This is an optimization exercise on Yosys and OpenROAD, whose aim is a short achievable clock period and few clock cycles per item, not a production implementation. Function was checked by simulation only, so behaviour that the tests miss may differ from the original. No activity file was given, so power comes from the tool's default toggle rates.

## try-ember
Design deadline_timer_queue, start of the top module:
module deadline_timer_queue (
  input  logic                clk,
  input  logic                rst,
  input  logic                item_valid,
  output logic                item_stall,
  input  logic                kind,
  input  logic [TIME_W-1:0]   deadline,
  input  logic [HANDLE_W-1:0] handle,
  input  logic [TIME_W-1:0]   current_time,
  output logic                result_valid,
  input  logic                result_stall,
  output logic                status,
  output logic [HANDLE_W-1:0] out_handle,
  output logic [TIME_W-1:0]   out_deadline,
  output logic                last
);
Size: about 1800 flip-flops, roughly 110000 sq um of cells after synthesis.
clock: 7.0 ns
lec_check: 0
abc_clock_period_in_ps: 2500
cap_margin: 20
core_margin: 2
core_utilization: 40
cts_cluster_diameter: 150
cts_cluster_size: 15
setup_slack_margin: 4.3
slew_margin: 20
run.sh (not shown) runs the stock make flow with config.mk's settings and CLKGATE_MAP_FILE= SYNTH_SCRIPT=/design/flow/synth_recipe.tcl, a recipe that flattens the netlist after the stock synthesis.
Having completed the whole flow, try-ember delivered a layout that passed the timing, DRC and antenna checks.
Testbench counts of try-ember, summed over its fixed seeds: cycles 19,335, items 19,216.
Input changes introduced in try-lagoon (baseline for comparison: try-ember):
-- flow/config.mk --
<<< try-ember, line 9
export CAP_MARGIN = 20
export CORE_MARGIN = 2
export CORE_UTILIZATION = 40
export CTS_CLUSTER_DIAMETER = 150
export CTS_CLUSTER_SIZE = 15
export SETUP_SLACK_MARGIN = 4.3
export SLEW_MARGIN = 20
>>> try-lagoon, line 9
export CAP_MARGIN = 20
export CORE_MARGIN = 2
export CORE_UTILIZATION = 48
export CTS_CLUSTER_DIAMETER = 150
export CTS_CLUSTER_SIZE = 15
export PLACE_DENSITY = 0.68
export SETUP_SLACK_MARGIN = 4.3
export SLEW_MARGIN = 20
Notes after the runs:
The flow did not stop early for try-lagoon: all stages ran, and the layout cleared the timing, DRC and antenna checks. Lower number of tap instances was reported by try-lagoon, not try-ember. From try-ember to try-lagoon the numbers moved as follows: number of cells on the worst reg-to-reg path decreased by 1 relative to the old numbers; die area decreased by 17% relative to the old numbers. Summary: with try-ember as the reference, number of placed cells counting well taps in try-lagoon moved down by a few percent. NOTE routed wire length try-ember->try-lagoon decreased by a few percent. Compared try-lagoon vs try-ember, and portion of total power attributed to combinational logic is up in try-lagoon. | share of the final layout cell area in sequential cells | try-ember vs try-lagoon | ≈ equal |. For design area, try-lagoon and try-ember come out practically identical. Relative to try-ember, critical path depth has decreased by 1 in try-lagoon. try-lagoon vs try-ember: sequential share of power down in try-lagoon. Comparing try-lagoon with try-ember, the leakage power summed over all cells came out essentially unchanged.
Modified inputs, try-delta compared to try-lagoon
-- flow/config.mk --
<<< try-lagoon, line 9
export CAP_MARGIN = 20
export CORE_MARGIN = 2
export CORE_UTILIZATION = 48
export CTS_CLUSTER_DIAMETER = 150
export CTS_CLUSTER_SIZE = 15
export PLACE_DENSITY = 0.68
export SETUP_SLACK_MARGIN = 4.3
export SLEW_MARGIN = 20
>>> try-delta, line 9
export CAP_MARGIN = 20
export CORE_MARGIN = 2
export CORE_UTILIZATION = 40
export SETUP_SLACK_MARGIN = 4.3
export SLEW_MARGIN = 20
- try-lagoon completed; timing, DRC and antenna clean
- try-delta has completed all stages; timing, DRC and antenna checks passed.
- Going from try-lagoon to try-delta, site row count grew by a little under 10%.
- Via count of the first global-routing pass ended up 1360 lower on try-delta than on try-lagoon.
- Reported for try-lagoon and try-delta, number of slew-limit violations in the final report turned out identical to the last digit.
- When the final numbers for try-lagoon and try-delta were put side by side, the number of antenna diodes turned out to be greater in try-lagoon.
- The standard cells in try-delta occupy more silicon area than those in try-lagoon do.
- try-delta — part of the total power dissipated in combinational logic 3.0 points lower, try-lagoon as reference
- Looking at height of the die, try-delta sits 9.5% above try-lagoon.
- The wire length of try-delta is higher than that of try-lagoon.
- Of try-lagoon and try-delta, try-lagoon shows the lower fraction of area in clock buffers and inverters, with try-delta above it.
- Diff try-lagoon and try-delta: maximum single-stage delay on the critical path higher in try-lagoon
- Between try-lagoon and try-delta, utilization is higher for try-lagoon, try-delta comes in under that.

-- re-timing with driven ports --
Ports are ideal in the flow. The routed layouts listed here were re-timed in OpenROAD.
Step 1, drivers: a clkbuf_16 drives clk and a buf_2 each remaining input, both assumed.
Step 2 also shifts input and output timing later by t, the mid clock arrival at the registers, as if the neighbouring blocks saw the same clock.
Three values: ideal ports, drivers, drivers and shift; two values: the first two.
run	shift t [ns]	setup WS [ns]	clock arrival spread, ns	worst slew at a driven data input, ns
try-ember	0.941	4.099 / 4.099 / 3.614	0.051 / 0.051	0.05
try-lagoon	0.984	4.076 / 4.076 / 3.510	0.066 / 0.067	0.05
try-delta	1.000	4.177 / 4.120 / 3.541	0.079 / 0.079	0.06
After both steps setup and hold are still met in every run listed. For try-delta, which loses most, drivers alone change the setup slack by -0.057 ns; drivers and shift together by -0.636 ns.
